This is an optimization exercise on Yosys and OpenROAD, whose aim is small area, a short achievable clock period and few clock cycles, not a production implementation. RTL that was checked went through simulation tests only; none was proved equivalent to the original. Power figures rest on the tool's default switching activity, not on a simulated workload.

// line_rasterizer_interpolated
module line_rasterizer_interpolated
#(
    parameter int COORD_BITS = 6,
    parameter int DEPTH_BITS = 16,
    parameter int FRAC_BITS  = 16
) (
    input  wire logic                 aclk,
    input  wire logic                 aresetn,
    input  wire logic                 s_tvalid,
    output logic                      s_tready,
    input  wire logic [((2*(2*COORD_BITS+DEPTH_BITS+32)+7)/8)*8-1:0] s_tdata,
    output logic                      m_tvalid,
    input  wire logic                 m_tready,
    output logic [((2*COORD_BITS+DEPTH_BITS+32+7)/8)*8-1:0] m_tdata,
    output logic                      m_tlast
);
    localparam int C      = COORD_BITS;
    localparam int CW     = lri_pkg::CHAN_W;
    localparam int NC     = lri_pkg::NUM_COLOR;
    localparam int PT_W   = 2*C + DEPTH_BITS + lri_pkg::COLOR_W;
    localparam int OUT_W  = ((2*C + DEPTH_BITS + NC*CW + 7) / 8) * 8;
    localparam int E_W    = C + 2;
    localparam int N_INT  = DEPTH_BITS/2 - 1;
  ...
Settings: LEC_CHECK=0, CAP_MARGIN=5, CORE_MARGIN=2, CORE_UTILIZATION=40, CTS_CLUSTER_DIAMETER=80, CTS_CLUSTER_SIZE=24, SETUP_SLACK_MARGIN=4.45, SLEW_MARGIN=5; clock period 7.5 ns.
standard.sh (not shown) runs the stock make flow with config.mk's settings and CLKGATE_MAP_FILE= SYNTH_SCRIPT=/design/flow/synth_recipe.tcl, a recipe that flattens the netlist after the stock synthesis.
==> flow/flow/run.sh <==
#!/bin/bash
# Standard layout, with two changes: the port buffers are made from plain
# buffers (sky130_fd_sc_hd__buf_1) instead of the delay buffers buffer_ports
# picks, and clock tree synthesis adds no dummy loads.
set -euo pipefail
export BUFFER_PORTS_ARGS="-buffer_cell sky130_fd_sc_hd__buf_1"
export CTS_ARGS="-sink_clustering_enable -repair_clock_nets -sink_clustering_size 24 -sink_clustering_max_diameter 80 -dont_use_dummy_load"
bash standard.sh > standard.log 2>&1
The first run produced a clean layout.
Testbench counts at the start, summed over its fixed seeds: cycles 38,956.
Change:
==> flow/flow/run.sh (replaced) <==
#!/bin/bash
# Standard layout, with two changes: the port buffers are made from plain
# buffers (sky130_fd_sc_hd__buf_2) instead of the delay buffers buffer_ports
# picks, and clock tree synthesis adds no dummy loads.
set -euo pipefail
export BUFFER_PORTS_ARGS="-buffer_cell sky130_fd_sc_hd__buf_2"
export CTS_ARGS="-sink_clustering_enable -repair_clock_nets -sink_clustering_size 24 -sink_clustering_max_diameter 80 -dont_use_dummy_load"
bash standard.sh > standard.log 2>&1
- wire length is about the same
- global-route usage is about the same
- via count is about the same
- worst setup slack is about the same
- critical path depth went down by 1
- area after synthesis is unchanged
- cell area stays flat
Change:
--- a/flow/config.mk
+++ b/flow/config.mk
@@ -8,5 +8,5 @@
 export CAP_MARGIN = 5
 export CORE_MARGIN = 2
-export CORE_UTILIZATION = 40
+export CORE_UTILIZATION = 50
 export CTS_CLUSTER_DIAMETER = 80
 export CTS_CLUSTER_SIZE = 24
Result: Die area drops by 20%; synthesized area stays the same; utilization increases by 12 points; clock-buffer cell count goes up by 2; synthesized cell count is unchanged; power rises by 1.8%.
Change:
--- a/flow/flow/run.sh
+++ b/flow/flow/run.sh
@@ -5,4 +5,4 @@
 set -euo pipefail
 export BUFFER_PORTS_ARGS="-buffer_cell sky130_fd_sc_hd__buf_2"
-export CTS_ARGS="-sink_clustering_enable -repair_clock_nets -sink_clustering_size 24 -sink_clustering_max_diameter 80 -dont_use_dummy_load"
+export CTS_ARGS="-sink_clustering_enable -repair_clock_nets -buf_list sky130_fd_sc_hd__clkbuf_8 -sink_clustering_size 16 -sink_clustering_max_diameter 60 -dont_use_dummy_load"
 bash standard.sh > standard.log 2>&1
--- a/flow/config.mk
+++ b/flow/config.mk
@@ -8,5 +8,5 @@
 export CAP_MARGIN = 5
 export CORE_MARGIN = 2
-export CORE_UTILIZATION = 50
+export CORE_UTILIZATION = 40
 export CTS_CLUSTER_DIAMETER = 80
 export CTS_CLUSTER_SIZE = 24
=>
- The changed run produced a clean layout
- utilization shrinks by 12 points
- design area barely changes
- total power shrinks by 5.5%
- flip-flop and latch count stays the same
- clock-buffer cell count grows by 9
- wire length hardly moves
- hold slack improves by 0.012 ns
- clock skew grows by 0.013 ns
- global-route usage shrinks by 5.2 points
- register-to-register slack improves by 0.04 ns
- die area grows by 25%


line_rasterizer_interpolated, a different RTL version from the one above (not shown whole).
Size in the first run: ~3,000 cells after synthesis, roughly 400 flip-flops, roughly 190 I/O pins, roughly 30,000 um2 of cells after synthesis.
clock: 7.5 ns
lec_check: 0
cap_margin: 5
core_margin: 2
core_utilization: 50
cts_cluster_diameter: 80
cts_cluster_size: 24
setup_slack_margin: 4.2
slew_margin: 5
==> flow/flow/run.sh <==
#!/bin/bash
# Standard layout (the standard.sh, unchanged synthesis), with two changes:
# - the port buffers are plain buffers (sky130_fd_sc_hd__buf_2) instead of the
#   delay buffers buffer_ports picks by default;
# - clock tree synthesis uses clkbuf_8 buffers, sink clusters of up to 16
#   sinks within 60 um, and no dummy loads (CTS_ARGS replaces the CTS_CLUSTER_*
#   settings of config.mk).
# All tool output goes to standard.log here; ORFS also keeps its per-step logs
# under orfs/logs.
set -euo pipefail
export BUFFER_PORTS_ARGS="-buffer_cell sky130_fd_sc_hd__buf_2"
export CTS_ARGS="-sink_clustering_enable -repair_clock_nets -buf_list sky130_fd_sc_hd__clkbuf_8 -sink_clustering_size 16 -sink_clustering_max_diameter 60 -dont_use_dummy_load"
bash standard.sh > standard.log 2>&1
Testbench counts at the start, summed over its fixed seeds: cycles 38,956.
Then changed:
Settings changed: CORE_UTILIZATION 50 to 40, PLACE_DENSITY set to 0.7.
Die area grows by 25%; global-route usage shrinks by 5.6 points; sequential share of layout area barely changes; fmax grows by 1.7%; power shrinks by 1.4%; wire length shrinks by 1.1%; worst hold slack improves by 0.012 ns; clock power shrinks by about 6%; worst setup slack improves by 0.054 ns; register-to-register slack improves by 0.02 ns.
Then changed:
==> flow/flow/run.sh (replaced) <==
#!/bin/bash
# Standard layout, with two changes: the port buffers are made from plain
# buffers (sky130_fd_sc_hd__buf_2) instead of the delay buffers buffer_ports
# picks, and clock tree synthesis adds no dummy loads.
set -euo pipefail
export BUFFER_PORTS_ARGS="-buffer_cell sky130_fd_sc_hd__buf_2"
export CTS_ARGS="-sink_clustering_enable -repair_clock_nets -buf_list sky130_fd_sc_hd__clkbuf_8 -sink_clustering_size 16 -sink_clustering_max_diameter 60 -dont_use_dummy_load"
bash standard.sh > standard.log 2>&1
Settings changed: PLACE_DENSITY 0.7 to not set, SETUP_SLACK_MARGIN 4.2 to 4.1.
Die area does not change.
Power falls by 0.85%.
Routed wire length falls by 1.2%.
Global-route usage stays flat.
Then changed:
Settings changed: SETUP_SLACK_MARGIN 4.1 to 4.55.
What happened: Register-to-register slack improves by 0.25 ns; setup slack improves by 0.17 ns; clock skew came out higher by 0.027 ns; final cell count increases by 3.0%; sequential power hardly moves.
Then changed:
Settings changed: SETUP_SLACK_MARGIN 4.55 to 4.35.
The new run went through all stages and came out clean. First-iteration DRC count is higher by 15%. Synthesized area does not change. Die area does not change. Maximum frequency is higher by 0.67%.


Setup of job 4017:
line_rasterizer_interpolated, a different RTL version from the one above (not shown whole).
Size: ~3,400 cells after synthesis, roughly 390 flip-flops, ~32,000 um^2 of cells after synthesis.
==> flow/design.v (excerpt) <==
module line_rasterizer_interpolated
#(
    parameter int COORD_BITS = 6,
    parameter int DEPTH_BITS = 16,
    parameter int FRAC_BITS  = 16
) (
    input  wire logic                 aclk,
    input  wire logic                 aresetn,
    input  wire logic                 s_tvalid,
    output logic                      s_tready,
    input  wire logic [((2*(2*COORD_BITS+DEPTH_BITS+32)+7)/8)*8-1:0] s_tdata,
    output logic                      m_tvalid,
    input  wire logic                 m_tready,
    output logic [((2*COORD_BITS+DEPTH_BITS+32+7)/8)*8-1:0] m_tdata,
    output logic                      m_tlast
);
clock: 7.5 ns
lec_check: 0
cap_margin: 20
core_margin: 2
core_utilization: 40
setup_slack_margin: 3.8
slew_margin: 20
run.sh (not shown) runs the stock make flow with config.mk's settings and CLKGATE_MAP_FILE= SYNTH_SCRIPT=/design/flow/synth_recipe.tcl, a recipe that flattens the netlist after the stock synthesis.
Stock flow here: none of the scripts above is used.
Job 4017 completed every stage of the flow, and the final layout passed the timing, DRC and antenna checks.
#### Input delta (job 2815 over job 4017)
Settings: SETUP_SLACK_MARGIN removed (was 3.8).
### Flow results
- Taking job 4017 as the reference point, the non-clock buffer count of job 2815 falls by about 26%.
- Taking job 4017 as the reference, in job 2815 register share of total power now sits higher; number of logic stages on the critical path including buffering now sits lower; maximum frequency now sits lower; total leakage power now sits lower.
- Job 2815 did not stop at any stage, and its layout met the timing, DRC and antenna checks.
No run of this note included a check of the RTL's function; only the layout flow was run.


== build 95 ==
RTL: one of the versions met above, not the one the previous note started from.
For scale: ~3,000 cells after synthesis, ~190 I/O pins, about 30,000 um2 of cells after synthesis.
==> flow/config.mk <==
export PLATFORM = sky130hd
export DESIGN_NAME = line_rasterizer_interpolated
export DESIGN_NICKNAME = line_rasterizer_interpolated
export VERILOG_FILES = /design/flow/design.v
export SDC_FILE = /design/flow/constraint.sdc
export NUM_CORES = 4
export LEC_CHECK = 0
export CAP_MARGIN = 5
export CORE_MARGIN = 2
export CORE_UTILIZATION = 40
export CTS_CLUSTER_DIAMETER = 80
export CTS_CLUSTER_SIZE = 24
export SETUP_SLACK_MARGIN = 4.45
export SLEW_MARGIN = 5
==> flow/constraint.sdc <==
create_clock -name core_clock -period 7.5 [get_ports {aclk}]
set_input_delay 1.5000 -clock core_clock [delete_from_list [all_inputs] [get_ports {aclk}]]
set_output_delay 1.5000 -clock core_clock [all_outputs]
set_load 0.01 [all_outputs]
standard.sh (not shown) runs the stock make flow with config.mk's settings and CLKGATE_MAP_FILE= SYNTH_SCRIPT=/design/flow/synth_recipe.tcl, a recipe that flattens the netlist after the stock synthesis.
==> flow/flow/run.sh <==
#!/bin/bash
# Standard layout, with two changes: the port buffers are made from plain
# buffers (sky130_fd_sc_hd__buf_2) instead of the delay buffers buffer_ports
# picks, and clock tree synthesis adds no dummy loads.
set -euo pipefail
export BUFFER_PORTS_ARGS="-buffer_cell sky130_fd_sc_hd__buf_2"
export CTS_ARGS="-sink_clustering_enable -repair_clock_nets -buf_list sky130_fd_sc_hd__clkbuf_8 -sink_clustering_size 16 -sink_clustering_max_diameter 60 -dont_use_dummy_load"
bash standard.sh > standard.log 2>&1
Testbench counts of build 95, summed over its fixed seeds: cycles 38,956.
What build 58 does differently from build 95 at the input level:
-- flow/config.mk --
<<< build 95, line 11
export CTS_CLUSTER_DIAMETER = 80
export CTS_CLUSTER_SIZE = 24
export SETUP_SLACK_MARGIN = 4.45
export SLEW_MARGIN = 5
>>> build 58, line 11
export CTS_CLUSTER_DIAMETER = 80
export CTS_CLUSTER_SIZE = 24
export SETUP_SLACK_MARGIN = 4.2
export SLEW_MARGIN = 5
==> comparison <==
- Going from build 95 to build 58, the utilization of the core after routing was found to have gone down by 2.1 points.
- On number of nets in the layout: build 58 sits below build 95.
- | fraction of power consumed by the clock network | build 58 vs build 95 | 0.6 points higher |
- The global-route usage was comparable across build 58 and build 95.
- On multiplexer fraction of the synthesized cell area, build 58 and build 95 are basically level.
- Looking at cell depth of the worst setup path, build 58 sits 1 higher than build 95 does.
- Where final worst-path setup slack is concerned, build 95 is better than build 58.
- Re flip-flop and latch share of the layout cell area: build 95 was lower than build 58.
- Between build 58 and build 95, the final clock period utilization by the worst path is higher for build 58.
- Total number of multi-input combinational cells delta (build 95 -> build 58): insignificant
## Diff of input files: build 82 against build 58
==> flow/flow/run.sh <==
#!/bin/bash
# Standard layout (the standard.sh, unchanged synthesis), with two changes:
# - the port buffers are plain buffers (sky130_fd_sc_hd__buf_2) instead of the
#   delay buffers buffer_ports picks by default;
# - clock tree synthesis uses clkbuf_8 buffers, sink clusters of up to 16
#   sinks within 60 um, and no dummy loads (CTS_ARGS replaces the CTS_CLUSTER_*
#   settings of config.mk).
# All tool output goes to standard.log here; ORFS also keeps its per-step logs
# under orfs/logs.
set -euo pipefail
export BUFFER_PORTS_ARGS="-buffer_cell sky130_fd_sc_hd__buf_2"
export CTS_ARGS="-sink_clustering_enable -repair_clock_nets -buf_list sky130_fd_sc_hd__clkbuf_8 -sink_clustering_size 16 -sink_clustering_max_diameter 60 -dont_use_dummy_load"
bash standard.sh > standard.log 2>&1
### Flow results
The utilization of build 58 and that of build 82 are within noise of each other. For number of buffer cells added on primary ports, build 58 and build 82 come out practically identical. As far as switching power share of the total goes, build 58 and build 82 are indistinguishable; the numbers are identical. As far as HPWL after detailed placement goes, build 58 and build 82 are indistinguishable; the numbers are identical. Build 58 and build 82 ended up with roughly the same count of cells resized by post-cts repair. Comparing build 82 against build 58, there is no change at all in last weighted congestion value of the routability-driven placer.
### build 82 -> build 51
-- flow/config.mk --
<<< build 82, line 11
export CTS_CLUSTER_DIAMETER = 80
export CTS_CLUSTER_SIZE = 24
export SETUP_SLACK_MARGIN = 4.2
export SLEW_MARGIN = 5
>>> build 51, line 11
export CTS_CLUSTER_DIAMETER = 80
export CTS_CLUSTER_SIZE = 24
export SETUP_SLACK_MARGIN = 4.45
export SLEW_MARGIN = 5
==> comparison <==
- Going from build 82 to build 51, the critical path arrival was found to have gone down by 0.13 ns.
- Build 51 — met3 global-route usage 0.17 points higher, build 82 as reference
- Build 82 → build 51: post-route minimum period dropped 0.077 ns, routability-driven placement congestion ratio lower, layout-stage area growth over the synthesis result increased by 5.2 points relative to the old numbers, met2 wirelength from detailed routing barely changed.
- Of build 82 and build 51, the lower total power belongs to build 82.
- Sort build 82 and build 51 by relative contribution of combinational cells to total power asc -> top: build 82


line_rasterizer_interpolated, a different RTL version from the one above (not shown whole).
For scale: ~3,400 cells after synthesis, about 400 flip-flops, about 190 I/O pins, ~32,000 um2 of cells after synthesis.
export LEC_CHECK = 0
export CAP_MARGIN = 5
export CORE_MARGIN = 2
export CORE_UTILIZATION = 40
export CTS_CLUSTER_DIAMETER = 80
export CTS_CLUSTER_SIZE = 24
export SETUP_SLACK_MARGIN = 4.3
export SLEW_MARGIN = 5
create_clock -name core_clock -period 7.5 [get_ports {aclk}]
==> flow/flow/run.sh <==
#!/bin/bash
# Standard layout, with two changes: the port buffers are made from plain
# buffers (sky130_fd_sc_hd__buf_2) instead of the delay buffers buffer_ports
# picks, and clock tree synthesis adds no dummy loads.
set -euo pipefail
export BUFFER_PORTS_ARGS="-buffer_cell sky130_fd_sc_hd__buf_2"
export CTS_ARGS="-sink_clustering_enable -repair_clock_nets -sink_clustering_size 24 -sink_clustering_max_diameter 80 -dont_use_dummy_load"
bash standard.sh > standard.log 2>&1
The first run finished clean.
Testbench counts at the start, summed over its fixed seeds: cycles 38,956.
Edit:
- SETUP_SLACK_MARGIN: 4.3 -> 4.6
What happened: The changed run finished clean; synthesized cell count stays the same; worst setup slack improves by 110 ps; register-to-register slack improves by 110 ps; wire length rises by 8.2%; final area rises by 8.9%; sequential share of layout area falls by 2.6 points; maximum frequency rises by 3.6%.
Edit:
- SETUP_SLACK_MARGIN: 4.6 -> 4.45
Cell count decreases by a few percent.
Maximum frequency falls slightly.
Setup slack gets worse by 27 ps.
Via count drops by a few percent.
Edit:
- SETUP_SLACK_MARGIN: 4.45 -> 4.1
Sequential power stays flat.
Routed wire length drops by 2.8%.
Combinational power drops by about 11%.
Non-clock buffer count drops by 81.
Total power drops by about 4%.
Edit:
- SETUP_SLACK_MARGIN: 4.1 -> 4.0
Synthesized area is unchanged.
Worst setup slack is worse by 88 ps.
Final area goes down slightly.
Count of clock-buffer cells in the layout goes down by 1.
Register-to-register slack is worse by 90 ps.
Fmax goes down by a few percent.


line_rasterizer_interpolated, a different RTL version from the one above (not shown whole).
Size in the first run: ~3300 cells after synthesis.
clock: 7.5 ns
lec_check: 0
cap_margin: 5
core_margin: 2
core_utilization: 40
cts_cluster_diameter: 80
cts_cluster_size: 24
setup_slack_margin: 4.55
slew_margin: 5
Scripts as last shown in full above: flow/flow/run.sh
==> next run, changes <==
Settings changed: SETUP_SLACK_MARGIN 4.55 to 4.45.
Effect:
- fmax is about the same
- routed wire length shrinks slightly
- via count shrinks slightly
- final area shrinks by a few percent
- total power shrinks by a few percent
- clock power shrinks by a few percent
No run of this note included a check of the RTL's function; only the layout flow was run.

==> what the ideal ports hide <==
In the flow no input, the clock included, has a driving cell. The finished layouts below were timed again as built, in two steps. Step 1 sets driving cells, clkbuf_16 on the clock port and buf_2 on the other inputs (assumed; they add their load-dependent delay and slew). Step 2 moves the port delays by t, midway between the first and last clock arrival at a register: inputs arrive t later, outputs are due t later. That takes back most of the time a late clock gives input paths. Slacks: ideal / step 1 / step 2; pairs: ideal / step 1.
run	shift t [ns]	setup WS [ns]	worst hold slack (ns)	worst setup path after step 2	worst data-port slew with drivers (ns)
the first run of note 1	0.642	4.351 / 4.351 / 3.709	0.412 / 0.412 / 0.412	input to register	0.09
the second run of note 1	0.648	4.348 / 4.363 / 3.715	0.436 / 0.436 / 0.436	input to register	0.08
the third run of note 1	0.663	4.347 / 4.352 / 3.689	0.416 / 0.416 / 0.416	input to register	0.07
the fourth run of note 1	0.671	4.359 / 4.366 / 3.694	0.427 / 0.427 / 0.427	input to register	0.08
the first run of note 2	0.690	4.210 / 4.247 / 3.557	0.429 / 0.429 / 0.429	input to register	0.05
the second run of note 2	0.652	4.264 / 4.282 / 3.630	0.441 / 0.441 / 0.441	input to register	0.16
the third run of note 2	0.682	4.155 / 4.155 / 3.533	0.410 / 0.410 / 0.410	input to register	0.14
the fourth run of note 2	0.662	4.327 / 4.337 / 3.674	0.401 / 0.401 / 0.401	input to register	0.13
the fifth run of note 2	0.686	4.348 / 4.337 / 3.650	0.409 / 0.409 / 0.409	input to register	0.14
job 4017	0.649	3.664 / 3.664 / 3.250	0.402 / 0.402 / 0.402	input to register	0.10
job 2815	0.657	2.942 / 2.942 / 2.504	0.437 / 0.437 / 0.437	input to register	0.10
build 95	0.685	4.353 / 4.353 / 3.691	0.449 / 0.449 / 0.449	input to register	0.13
build 58	0.682	4.276 / 4.276 / 3.639	0.425 / 0.425 / 0.425	input to register	0.07
build 82	0.682	4.276 / 4.276 / 3.639	0.425 / 0.425 / 0.425	input to register	0.07
build 51	0.685	4.353 / 4.353 / 3.691	0.449 / 0.449 / 0.449	input to register	0.13
the first run of note 5	0.633	4.369 / 4.376 / 3.761	0.478 / 0.478 / 0.478	input to register	0.10
the second run of note 5	0.603	4.478 / 4.414 / 3.914	0.415 / 0.415 / 0.415	input to register	0.08
the third run of note 5	0.645	4.451 / 4.451 / 3.868	0.455 / 0.455 / 0.455	input to register	0.09
the fourth run of note 5	0.645	4.179 / 4.179 / 3.605	0.453 / 0.453 / 0.453	input to register	0.09
the fifth run of note 5	0.642	4.091 / 4.091 / 3.582	0.460 / 0.460 / 0.460	input to register	0.09
the first run of note 6	0.653	4.369 / 4.376 / 3.723	0.402 / 0.402 / 0.402	input to register	0.12
the second run of note 6	0.645	4.374 / 4.401 / 3.756	0.440 / 0.440 / 0.440	input to register	0.09
After both steps every run listed still meets setup and hold. For the fifth run of note 2, which loses most, drivers alone change the setup slack by -0.011 ns; drivers and shift together by -0.698 ns.
